Source: an optimization exercise on an open RTL-to-GDS flow (aim: small area). Production flows keep margins and buffers that such runs may drop.
The RTL was checked by simulation tests, not by an equivalence proof against the original design.
Power is estimated from default activity; no workload was simulated.

Setup of zinc:
Design sobel_window_reader, start of the top module:
module sobel_window_reader
#(
  parameter int IMG_W = 128,
  parameter int IMG_H = 128,
  parameter int PIX_W = sobel_pkg::PIX_W_DEF
) (
  input  logic                 clk,
  input  logic                 rst,
  input  logic                 pix_valid_i,
  input  logic [7:0]           pix_i,
  output logic [71:0]          win_o,
  output logic                 win_valid_o,
  output logic                 frame_done_o,
  output logic [6:0]           row_o,
  output logic [6:0]           col_o
);
export LEC_CHECK = 0
export CAP_MARGIN = 20
export CORE_MARGIN = 2
export CORE_UTILIZATION = 80
export PLACE_DENSITY = 0.85
export SLEW_MARGIN = 20
create_clock -name core_clock -period 5.0 [get_ports {clk}]
standard.sh (not shown) runs the stock make flow with config.mk's settings and CLKGATE_MAP_FILE= SYNTH_SCRIPT=/design/flow/synth_recipe.tcl, a recipe that flattens the netlist after the stock synthesis.
==> flow/flow/run.sh <==
#!/bin/bash
# The standard ORFS layout with three changes to how it is built:
#  - port buffers are buf_1 (the default pick is a 10 um2 delay buffer),
#  - CTS inserts no dummy loads,
#  - CTS uses clkbuf_8 sinks in clusters of at most 20 within 60 um.
# Everything else (synthesis, floorplan, power grid, tap cells, timing repair) is standard.sh.
set -euo pipefail
bash standard.sh \
  "BUFFER_PORTS_ARGS=-buffer_cell sky130_fd_sc_hd__buf_1" \
  "CTS_ARGS=-sink_clustering_enable -repair_clock_nets -dont_use_dummy_load -sink_clustering_size 36 -sink_clustering_max_diameter 60 -buf_list sky130_fd_sc_hd__clkbuf_16" \
  finish > flow_make.log 2>&1
Relative to zinc, the following input files were edited for harbor:
# zinc
export LEC_CHECK = 0
export CAP_MARGIN = 20
export CORE_MARGIN = 2
export CORE_UTILIZATION = 80
export PLACE_DENSITY = 0.85
export SLEW_MARGIN = 20
create_clock -name core_clock -period 5.0 [get_ports {clk}]
# harbor
export LEC_CHECK = 0
export CAP_MARGIN = 20
export CORE_MARGIN = 2
export CORE_UTILIZATION = 70
export CTS_BUF_LIST = sky130_fd_sc_hd__clkbuf_8
export CTS_CLUSTER_DIAMETER = 60
export CTS_CLUSTER_SIZE = 20
export SLEW_MARGIN = 20
create_clock -name core_clock -period 5.0 [get_ports {clk}]
==> flow/run.sh (new file) <==
#!/bin/bash
# synth_recipe.tcl (not shown) runs the flow's synth.tcl, then flattens the netlist and writes it again
# the make line also repeats each setting of config.mk as NAME=value (left out here)
make -C /OpenROAD-flow-scripts/flow DESIGN_CONFIG=/design/flow/config.mk WORK_HOME=/design/flow/orfs CLKGATE_MAP_FILE= SYNTH_SCRIPT=/design/flow/synth_recipe.tcl finish
removed: flow/flow/run.sh
removed: flow/standard.sh
- Between harbor and zinc, it is harbor whose antenna diode count is higher, by 1.
- Sort zinc and harbor by inserted tap cell count asc -> top: zinc
- harbor has less setup slack than zinc.
- Summary of harbor over zinc: total power decreased 2.2%, cell total after placement increased about 2.2%, sum of routed wire length over all layers decreased 6500 um, global-route usage decreased 4.0 points, number of buffers created by CTS increased 33%.
- Number of clock buffer instances in the layout (harbor vs. zinc) increases by more than a quarter
- Post-route worst hold slack was higher in harbor than in zinc.
- Lower clock network power goes to harbor over zinc.
Relative to harbor, the following input files were edited for ember:
# harbor
export LEC_CHECK = 0
export CAP_MARGIN = 20
export CORE_MARGIN = 2
export CORE_UTILIZATION = 70
export CTS_BUF_LIST = sky130_fd_sc_hd__clkbuf_8
export CTS_CLUSTER_DIAMETER = 60
export CTS_CLUSTER_SIZE = 20
export SLEW_MARGIN = 20
create_clock -name core_clock -period 5.0 [get_ports {clk}]
# ember
export LEC_CHECK = 0
export CAP_MARGIN = 20
export CORE_MARGIN = 2
export CORE_UTILIZATION = 40
export SLEW_MARGIN = 20
create_clock -name core_clock -period 5.0 [get_ports {clk}]
==> summary.txt <==
- Diff harbor -> ember | core area | up by more than half
- Re final standard cell area without fillers: ember is 8.6% up on harbor.
- When ember is measured against harbor, its part of the power in combinational logic turns out 0.6 points lower.
- When the final numbers for ember and harbor were put side by side, the maximum frequency from static timing analysis turned out to be greater in ember.
- Minimum period implied by the final worst setup slack for ember is lower than for harbor.
- Looking at number of vias after detailed routing across ember and harbor, the one that comes out lower is harbor.
- Routed wire length: ember > harbor
- On DRC violation total after the first TritonRoute iteration: between ember and harbor, it ends up lower for harbor.
- Comparing ember against harbor, there is no change at all in sequential cell count.
- Detailed-route wire length per cell of ember falls short of that of harbor by a little under 10%.
Input-level comparison between violet and ember:
# ember
export LEC_CHECK = 0
export CAP_MARGIN = 20
export CORE_MARGIN = 2
export CORE_UTILIZATION = 40
export SLEW_MARGIN = 20
create_clock -name core_clock -period 5.0 [get_ports {clk}]
# violet
export LEC_CHECK = 0
export CAP_MARGIN = 5
export CORE_MARGIN = 2
export CORE_UTILIZATION = 70
export SLEW_MARGIN = 5
create_clock -name core_clock -period 5.0 [get_ports {clk}]
==> flow/flow/run.sh (new file) <==
#!/bin/bash
# The standard ORFS layout with three changes to how it is built:
#  - port buffers are buf_1 (the default pick is a 10 um2 delay buffer),
#  - CTS inserts no dummy loads,
#  - CTS uses clkbuf_8 sinks in clusters of at most 20 within 60 um.
# Everything else (synthesis, floorplan, power grid, tap cells, timing repair) is standard.sh.
set -euo pipefail
bash standard.sh \
  "BUFFER_PORTS_ARGS=-buffer_cell sky130_fd_sc_hd__buf_1" \
  "CTS_ARGS=-sink_clustering_enable -repair_clock_nets -dont_use_dummy_load -sink_clustering_size 20 -sink_clustering_max_diameter 60 -buf_list sky130_fd_sc_hd__clkbuf_8" \
  finish > flow_make.log 2>&1
==> flow/standard.sh (new file) <==
#!/bin/bash
# synth_recipe.tcl (not shown) runs the flow's synth.tcl, then flattens the netlist and writes it again
# the make line also repeats each setting of config.mk as NAME=value (left out here)
make -C /OpenROAD-flow-scripts/flow DESIGN_CONFIG=/design/flow/config.mk WORK_HOME=/design/flow/orfs CLKGATE_MAP_FILE= SYNTH_SCRIPT=/design/flow/synth_recipe.tcl "${@:-finish}"
removed: flow/run.sh
### Flow results
The relative area change from synthesis to final layout in violet sits 10 points below the value recorded for ember. When violet is set beside ember, its minimum clock period after layout turns out to be 0.29 ns smaller. ember → violet: biggest cell delay along the critical path neither gained nor lost much, number of fill cells lost about 55%, standard-cell row count lost about 25%. Against ember, number of non-clock buffers in violet rose by a few percent. Power: violet and ember compared, higher one is ember. Clock tree buffer count of the final layout (higher): ember.
[inputs] xenon vs violet
# violet
export LEC_CHECK = 0
export CAP_MARGIN = 5
export CORE_MARGIN = 2
export CORE_UTILIZATION = 70
export SLEW_MARGIN = 5
create_clock -name core_clock -period 5.0 [get_ports {clk}]
# xenon
export LEC_CHECK = 0
export CAP_MARGIN = 20
export CORE_MARGIN = 2
export CORE_UTILIZATION = 80
export PLACE_DENSITY = 0.85
export SLEW_MARGIN = 20
create_clock -name core_clock -period 5.0 [get_ports {clk}]
-- flow/flow/run.sh --
<<< violet, line 5
#  - CTS uses clkbuf_8 sinks in clusters of at most 20 within 60 um.
>>> xenon, line 5
#  - CTS uses clkbuf_4 buffers, sinks in clusters of at most 12 within 40 um.
<<< violet, line 10
  "CTS_ARGS=-sink_clustering_enable -repair_clock_nets -dont_use_dummy_load -sink_clustering_size 20 -sink_clustering_max_diameter 60 -buf_list sky130_fd_sc_hd__clkbuf_8" \
>>> xenon, line 10
  "CTS_ARGS=-sink_clustering_enable -repair_clock_nets -dont_use_dummy_load -sink_clustering_size 12 -sink_clustering_max_diameter 40 -buf_list sky130_fd_sc_hd__clkbuf_4" \
[summary]
- xenon vs violet: total routed wirelength up
- Compared xenon vs violet, and setup slack is down in xenon.
- Count of standard-cell rows shrinks by a few percent when moving from violet to xenon.
- In the floorplan summary, xenon is listed with a die area less than that of violet.
- Compared to violet, xenon has total track usage 3.8 points higher.
- Looking at area of all placed cells without fillers, xenon sits 550 sq um lower than violet does.
- Run comparison: violet classification of the worst-slack hold path reg2reg; xenon classification of the worst-slack hold path in2reg
- Summary of xenon over violet: total inserted antenna cells went up, number of iterations in the first detailed-routing pass held steady.


## P
Starting RTL as in the previous note.
Design sobel_window_reader, start of the top module:
module sobel_window_reader
#(
  parameter int IMG_W = 128,
  parameter int IMG_H = 128,
  parameter int PIX_W = sobel_pkg::PIX_W_DEF
) (
  input  logic                 clk,
  input  logic                 rst,
  input  logic                 pix_valid_i,
  input  logic [7:0]           pix_i,
  output logic [71:0]          win_o,
  output logic                 win_valid_o,
  output logic                 frame_done_o,
  output logic [6:0]           row_o,
  output logic [6:0]           col_o
);
Settings: LEC_CHECK=0, CAP_MARGIN=20, CORE_MARGIN=2, CORE_UTILIZATION=85, PLACE_DENSITY=0.9, SLEW_MARGIN=20; clock period 5.0 ns.
==> flow/flow/run.sh <==
#!/bin/bash
# The standard ORFS layout with three changes to how it is built:
#  - port buffers are buf_1 (the default pick is a 10 um2 delay buffer),
#  - CTS inserts no dummy loads,
#  - CTS uses clkbuf_4 buffers, sinks in clusters of at most 12 within 40 um.
# Everything else (synthesis, floorplan, power grid, tap cells, timing repair) is standard.sh.
set -euo pipefail
bash standard.sh \
  "BUFFER_PORTS_ARGS=-buffer_cell sky130_fd_sc_hd__buf_1" \
  "CTS_ARGS=-sink_clustering_enable -repair_clock_nets -dont_use_dummy_load -sink_clustering_size 11 -sink_clustering_max_diameter 40 -buf_list sky130_fd_sc_hd__clkbuf_4" \
  finish > flow_make.log 2>&1
--- input diff P..Q ---
-- flow/flow/run.sh --
<<< P, line 8
bash standard.sh \
  "BUFFER_PORTS_ARGS=-buffer_cell sky130_fd_sc_hd__buf_1" \
  "CTS_ARGS=-sink_clustering_enable -repair_clock_nets -dont_use_dummy_load -sink_clustering_size 11 -sink_clustering_max_diameter 40 -buf_list sky130_fd_sc_hd__clkbuf_4" \
  finish > flow_make.log 2>&1
>>> Q, line 8
bash standard.sh \
  "BUFFER_PORTS_ARGS=-buffer_cell sky130_fd_sc_hd__buf_1" \
  "CTS_ARGS=-sink_clustering_enable -repair_clock_nets -dont_use_dummy_load -sink_clustering_size 22 -sink_clustering_max_diameter 45 -buf_list sky130_fd_sc_hd__clkbuf_8" \
  finish > flow_make.log 2>&1
- Taking P as the reference point, the power share of the sequential group of Q falls by 2.0 points.
- On combinational power share, P tracks Q almost exactly.
- Relative to P, data arrival time of the critical path has gone down in Q.
- When the final numbers for P and Q were put side by side, the relative max-transition margin turned out to be greater in Q.
- Looking at final critical path time including I/O delays and setup across P and Q, the one that comes out higher is P.
- Looking at final worst slack across both flows, Q is the stronger of the two, with P trailing.
Modified inputs, R compared to Q
Settings: CTS_CLUSTER_DIAMETER newly set to 60; PLACE_DENSITY removed (was 0.9); CTS_BUF_LIST newly set to sky130_fd_sc_hd__clkbuf_8; CTS_CLUSTER_SIZE newly set to 20; CORE_UTILIZATION changed from 85 to 70.
==> flow/flow/run.sh <==
#!/bin/bash
# The standard ORFS layout with three changes to how it is built:
#  - port buffers are buf_1 (the default pick is a 10 um2 delay buffer),
#  - CTS inserts no dummy loads,
#  - CTS uses clkbuf_8 sinks in clusters of at most 20 within 60 um.
# Everything else (synthesis, floorplan, power grid, tap cells, timing repair) is standard.sh.
set -euo pipefail
bash standard.sh \
  "BUFFER_PORTS_ARGS=-buffer_cell sky130_fd_sc_hd__buf_1" \
  "CTS_ARGS=-sink_clustering_enable -repair_clock_nets -dont_use_dummy_load -sink_clustering_size 20 -sink_clustering_max_diameter 60 -buf_list sky130_fd_sc_hd__clkbuf_8" \
  finish > flow_make.log 2>&1
Results
- Internal power is higher on Q
- First-pass GRT wire length, R vs Q: down by a little under 10%
- What Q reported for x dimension of the die has to be multiplied by 1.10 to get the figure for R.
- The met1 usage in global routing of R falls short of that of Q by 10 points.
- The routed wire length of R was superior to that of Q.
- [compare] base=Q new=R: all-layer global routing usage decreased by 7.1 points relative to the old numbers, clock network fraction of total power lost 0.9 points, shortest clock period the worst path allows after layout fell by 130 ps.
For S, these inputs were changed with respect to R:
Settings: GPL_TIMING_DRIVEN: unset -> 0; PLACE_DENSITY: unset -> 0.9; CORE_UTILIZATION: 70 -> 85; CTS_CLUSTER_DIAMETER: 60 -> unset; CTS_CLUSTER_SIZE: 20 -> unset; CTS_BUF_LIST: sky130_fd_sc_hd__clkbuf_8 -> unset.
==> flow/flow/run.sh <==
#!/bin/bash
# The standard ORFS layout with three changes to how it is built:
#  - port buffers are buf_1 (the default pick is a 10 um2 delay buffer),
#  - CTS inserts no dummy loads,
#  - CTS uses clkbuf_4 buffers, sinks in clusters of at most 12 within 40 um.
# Everything else (synthesis, floorplan, power grid, tap cells, timing repair) is standard.sh.
set -euo pipefail
bash standard.sh \
  "BUFFER_PORTS_ARGS=-buffer_cell sky130_fd_sc_hd__buf_1" \
  "CTS_ARGS=-sink_clustering_enable -repair_clock_nets -dont_use_dummy_load -sink_clustering_size 11 -sink_clustering_max_diameter 40 -buf_list sky130_fd_sc_hd__clkbuf_4" \
  finish > flow_make.log 2>&1
==> summary.txt <==
R → S: level count of the clock H-tree shows no meaningful change; core footprint decreased by 16000 um^2 relative to the old numbers; sequential share of cell area moved down.
Re measured slew at the worst slew-check pin: S and R aren't equal, and the higher value belongs to R.
Taking R as the reference, in S tap cell instance count fell 18%; number of antenna violations at the first check in global routing grew by 2.
Going from R to S, the die area was shrunk.
Taking S over R, the total length of routed met3 wires ratio works out to 2.2.
Setup slack in S is smaller than in R.
Of S and R, the higher instance area at placement belongs to S.
Final cell count in S vs R: up 286


Setup of build 35:
sobel_window_reader again, from the RTL that the note above started with.
clock: 5.0 ns
lec_check: 0
cap_margin: 20
core_margin: 2
core_utilization: 75
slew_margin: 20
==> flow/flow/run.sh <==
#!/bin/bash
# The standard ORFS layout with three changes to how it is built:
#  - port buffers are buf_1 (the default pick is a 10 um2 delay buffer),
#  - CTS inserts no dummy loads,
#  - CTS uses clkbuf_8 sinks in clusters of at most 20 within 60 um.
# Everything else (synthesis, floorplan, power grid, tap cells, timing repair) is standard.sh.
set -euo pipefail
bash standard.sh \
  "BUFFER_PORTS_ARGS=-buffer_cell sky130_fd_sc_hd__buf_1" \
  "CTS_ARGS=-sink_clustering_enable -repair_clock_nets -dont_use_dummy_load -sink_clustering_size 16 -sink_clustering_max_diameter 25 -buf_list sky130_fd_sc_hd__clkbuf_4" \
  finish > flow_make.log 2>&1
Relative to build 35, the following input files were edited for build 64:
-- flow/flow/run.sh --
<<< build 35, line 8
bash standard.sh \
  "BUFFER_PORTS_ARGS=-buffer_cell sky130_fd_sc_hd__buf_1" \
  "CTS_ARGS=-sink_clustering_enable -repair_clock_nets -dont_use_dummy_load -sink_clustering_size 16 -sink_clustering_max_diameter 25 -buf_list sky130_fd_sc_hd__clkbuf_4" \
  finish > flow_make.log 2>&1
>>> build 64, line 8
bash standard.sh \
  "BUFFER_PORTS_ARGS=-buffer_cell sky130_fd_sc_hd__buf_1" \
  "CTS_ARGS=-sink_clustering_enable -repair_clock_nets -dont_use_dummy_load -sink_clustering_size 12 -sink_clustering_max_diameter 40 -buf_list sky130_fd_sc_hd__clkbuf_4" \
  finish > flow_make.log 2>&1
==> summary.txt <==
Build 64 completed; timing, DRC and antenna clean. Time the final worst path needs with I/O delays and setup ended up 0.0032 ns higher on build 64 than on build 35. Looking only at clock-buffer cell count, and setting everything else aside, the higher value of build 64 and build 35 goes to build 35. Summary — count of vias placed by the detailed router, build 64 relative to build 35: lower, by 827. Diff build 35 -> build 64: net switching share of the total power shows no meaningful change, fraction of layout cells with a size suffix above 1 shows a reduction of 3.5 points, count of buffers not belonging to the clock network in the layout shows a reduction of 1. NOTE: core utilization in build 64 falls short of that of build 35. [diff] worst hold slack, build 64 relative to build 35: regression. NOTE routed wirelength normalized by instance count build 35->build 64 increased slightly. Between build 64 and build 35, the proportion of power drawn by the clock network is lower for build 64.
Input changes introduced in build 46 (baseline for comparison: build 64):
- CORE_UTILIZATION changed from 75 to 85
- PLACE_DENSITY newly set to 0.9
==> flow/flow/run.sh <==
#!/bin/bash
# The standard ORFS layout with three changes to how it is built:
#  - port buffers are buf_1 (the default pick is a 10 um2 delay buffer),
#  - CTS inserts no dummy loads,
#  - CTS uses clkbuf_4 buffers, sinks in clusters of at most 11 within 40 um.
# Everything else (synthesis, floorplan, power grid, tap cells, timing repair) is standard.sh.
set -euo pipefail
bash standard.sh \
  "BUFFER_PORTS_ARGS=-buffer_cell sky130_fd_sc_hd__buf_1" \
  "CTS_ARGS=-sink_clustering_enable -repair_clock_nets -dont_use_dummy_load -sink_clustering_size 11 -sink_clustering_max_diameter 40 -buf_list sky130_fd_sc_hd__clkbuf_4" \
  finish > flow_make.log 2>&1
Notes after the runs:
Build 46 ended with every stage complete and zero timing, DRC or antenna violations.
Compared with build 64, build 46 shows a number of clock buffer instances in the layout that is 4.0% higher.
On sum of met3 wire segment lengths after detailed routing, the higher figure sits with build 46, not build 64.
Relative to build 64, global-route usage over all layers has gone up in build 46.
For build 34, these inputs were changed with respect to build 46:
- CTS_CLUSTER_DIAMETER: unset -> 40
- CTS_BUF_LIST: unset -> sky130_fd_sc_hd__clkbuf_4
- CTS_CLUSTER_SIZE: unset -> 12
- PLACE_DENSITY: 0.9 -> unset
- CORE_UTILIZATION: 85 -> 70
==> flow/run.sh (new file) <==
#!/bin/bash
# synth_recipe.tcl (not shown) runs the flow's synth.tcl, then flattens the netlist and writes it again
# the make line also repeats each setting of config.mk as NAME=value (left out here)
make -C /OpenROAD-flow-scripts/flow DESIGN_CONFIG=/design/flow/config.mk WORK_HOME=/design/flow/orfs CLKGATE_MAP_FILE= SYNTH_SCRIPT=/design/flow/synth_recipe.tcl finish
removed: flow/flow/run.sh
removed: flow/standard.sh
## What came out
Build 34 finished end to end and its layout was clean on timing, DRC and antenna. Build 46: flow completed, timing, DRC and antenna clean. When build 34 is set beside build 46, its final cell area excluding filler cells turns out to be about 2.2% larger. [compare] base=build 46 new=build 34: core region area saw an increase; global router's overall resource usage moved down.
For build 38, these inputs were changed with respect to build 34:
- CORE_UTILIZATION: 70 -> 75
- CTS_CLUSTER_DIAMETER: 40 -> unset
- CTS_CLUSTER_SIZE: 12 -> unset
- CTS_BUF_LIST: sky130_fd_sc_hd__clkbuf_4 -> unset
==> flow/flow/run.sh (new file) <==
#!/bin/bash
# The standard ORFS layout with three changes to how it is built:
#  - port buffers are buf_1 (the default pick is a 10 um2 delay buffer),
#  - CTS inserts no dummy loads,
#  - CTS uses clkbuf_4 buffers, sinks in clusters of at most 12 within 40 um.
# Everything else (synthesis, floorplan, power grid, tap cells, timing repair) is standard.sh.
set -euo pipefail
bash standard.sh \
  "BUFFER_PORTS_ARGS=-buffer_cell sky130_fd_sc_hd__buf_1" \
  "CTS_ARGS=-sink_clustering_enable -repair_clock_nets -dont_use_dummy_load -sink_clustering_size 12 -sink_clustering_max_diameter 40 -buf_list sky130_fd_sc_hd__clkbuf_4" \
  finish > flow_make.log 2>&1
==> flow/standard.sh (new file) <==
#!/bin/bash
# synth_recipe.tcl (not shown) runs the flow's synth.tcl, then flattens the netlist and writes it again
# the make line also repeats each setting of config.mk as NAME=value (left out here)
make -C /OpenROAD-flow-scripts/flow DESIGN_CONFIG=/design/flow/config.mk WORK_HOME=/design/flow/orfs CLKGATE_MAP_FILE= SYNTH_SCRIPT=/design/flow/synth_recipe.tcl "${@:-finish}"
removed: flow/run.sh
==> summary.txt <==
Build 38: done, clean on timing, DRC and antenna. Summary of build 38 over build 34: overall die height fell by about 3.3%, layout net count stayed essentially flat, headroom to the max-slew limit fell by 17 points. Build 34 -> build 38: count of pins over their slew limit delta 0, exact match. Changes observed in build 38 relative to build 34: area of the core has decreased, number of standard-cell rows in the floorplan decreased by 3 relative to the old numbers, ratio of total power to cell area down 5.6 nW/um^2. Worst clock skew | build 38 above build 34. On combinational power: build 38 sits below build 34. Diff build 34 -> build 38: share of synthesized cell area in full adder, half adder and majority cells was more or less identical, final critical-path share of the clock period moved down.

[separate check: timing with driven ports]
The flow's constraints put no driver on any port. The routed layouts listed below were extracted and timed again, unchanged, in two steps.
Step 1 assumes that a clkbuf_16 drives the clock port and a buf_2 every other input.
Step 2, shift: input delay + t, output delay - t, t = (earliest + latest rising clock arrival at the registers) / 2. This alone moves slack from input paths to output paths.
Slacks: ideal ports / drivers / drivers and shift; pairs: ideal ports / drivers.
run	t, ns	setup slack, ns	hold WS [ns]	worst slew at a driven data input, ns
zinc	0.716	1.745 / 1.679 / 1.767	0.429 / 0.429 / 0.429	0.03
harbor	0.858	1.273 / 1.208 / 1.574	0.468 / 0.468 / 0.468	0.08
ember	0.855	1.306 / 1.233 / 1.687	0.450 / 0.450 / 0.450	0.08
violet	0.842	1.599 / 1.538 / 1.905	0.401 / 0.380 / 0.401	0.04
xenon	1.139	1.310 / 1.246 / 1.768	0.117 / 0.076 / 0.399	0.04
P	1.107	1.166 / 1.097 / 1.768	0.168 / 0.133 / 0.430	0.04
Q	0.857	1.470 / 1.403 / 1.794	0.411 / 0.371 / 0.447	0.04
R	0.842	1.599 / 1.538 / 1.905	0.401 / 0.380 / 0.401	0.04
S	1.139	1.297 / 1.230 / 2.350	0.126 / 0.088 / 0.429	0.05
build 35	1.165	1.293 / 1.228 / 1.723	0.140 / 0.099 / 0.416	0.06
build 64	1.119	1.290 / 1.226 / 1.703	0.130 / 0.090 / 0.416	0.06
build 46	1.107	1.166 / 1.097 / 1.768	0.168 / 0.133 / 0.430	0.04
build 34	1.158	0.985 / 0.919 / 1.593	0.400 / 0.395 / 0.467	0.08
build 38	1.119	1.290 / 1.226 / 1.703	0.130 / 0.090 / 0.416	0.06
After both steps setup and hold are still met in every run listed.
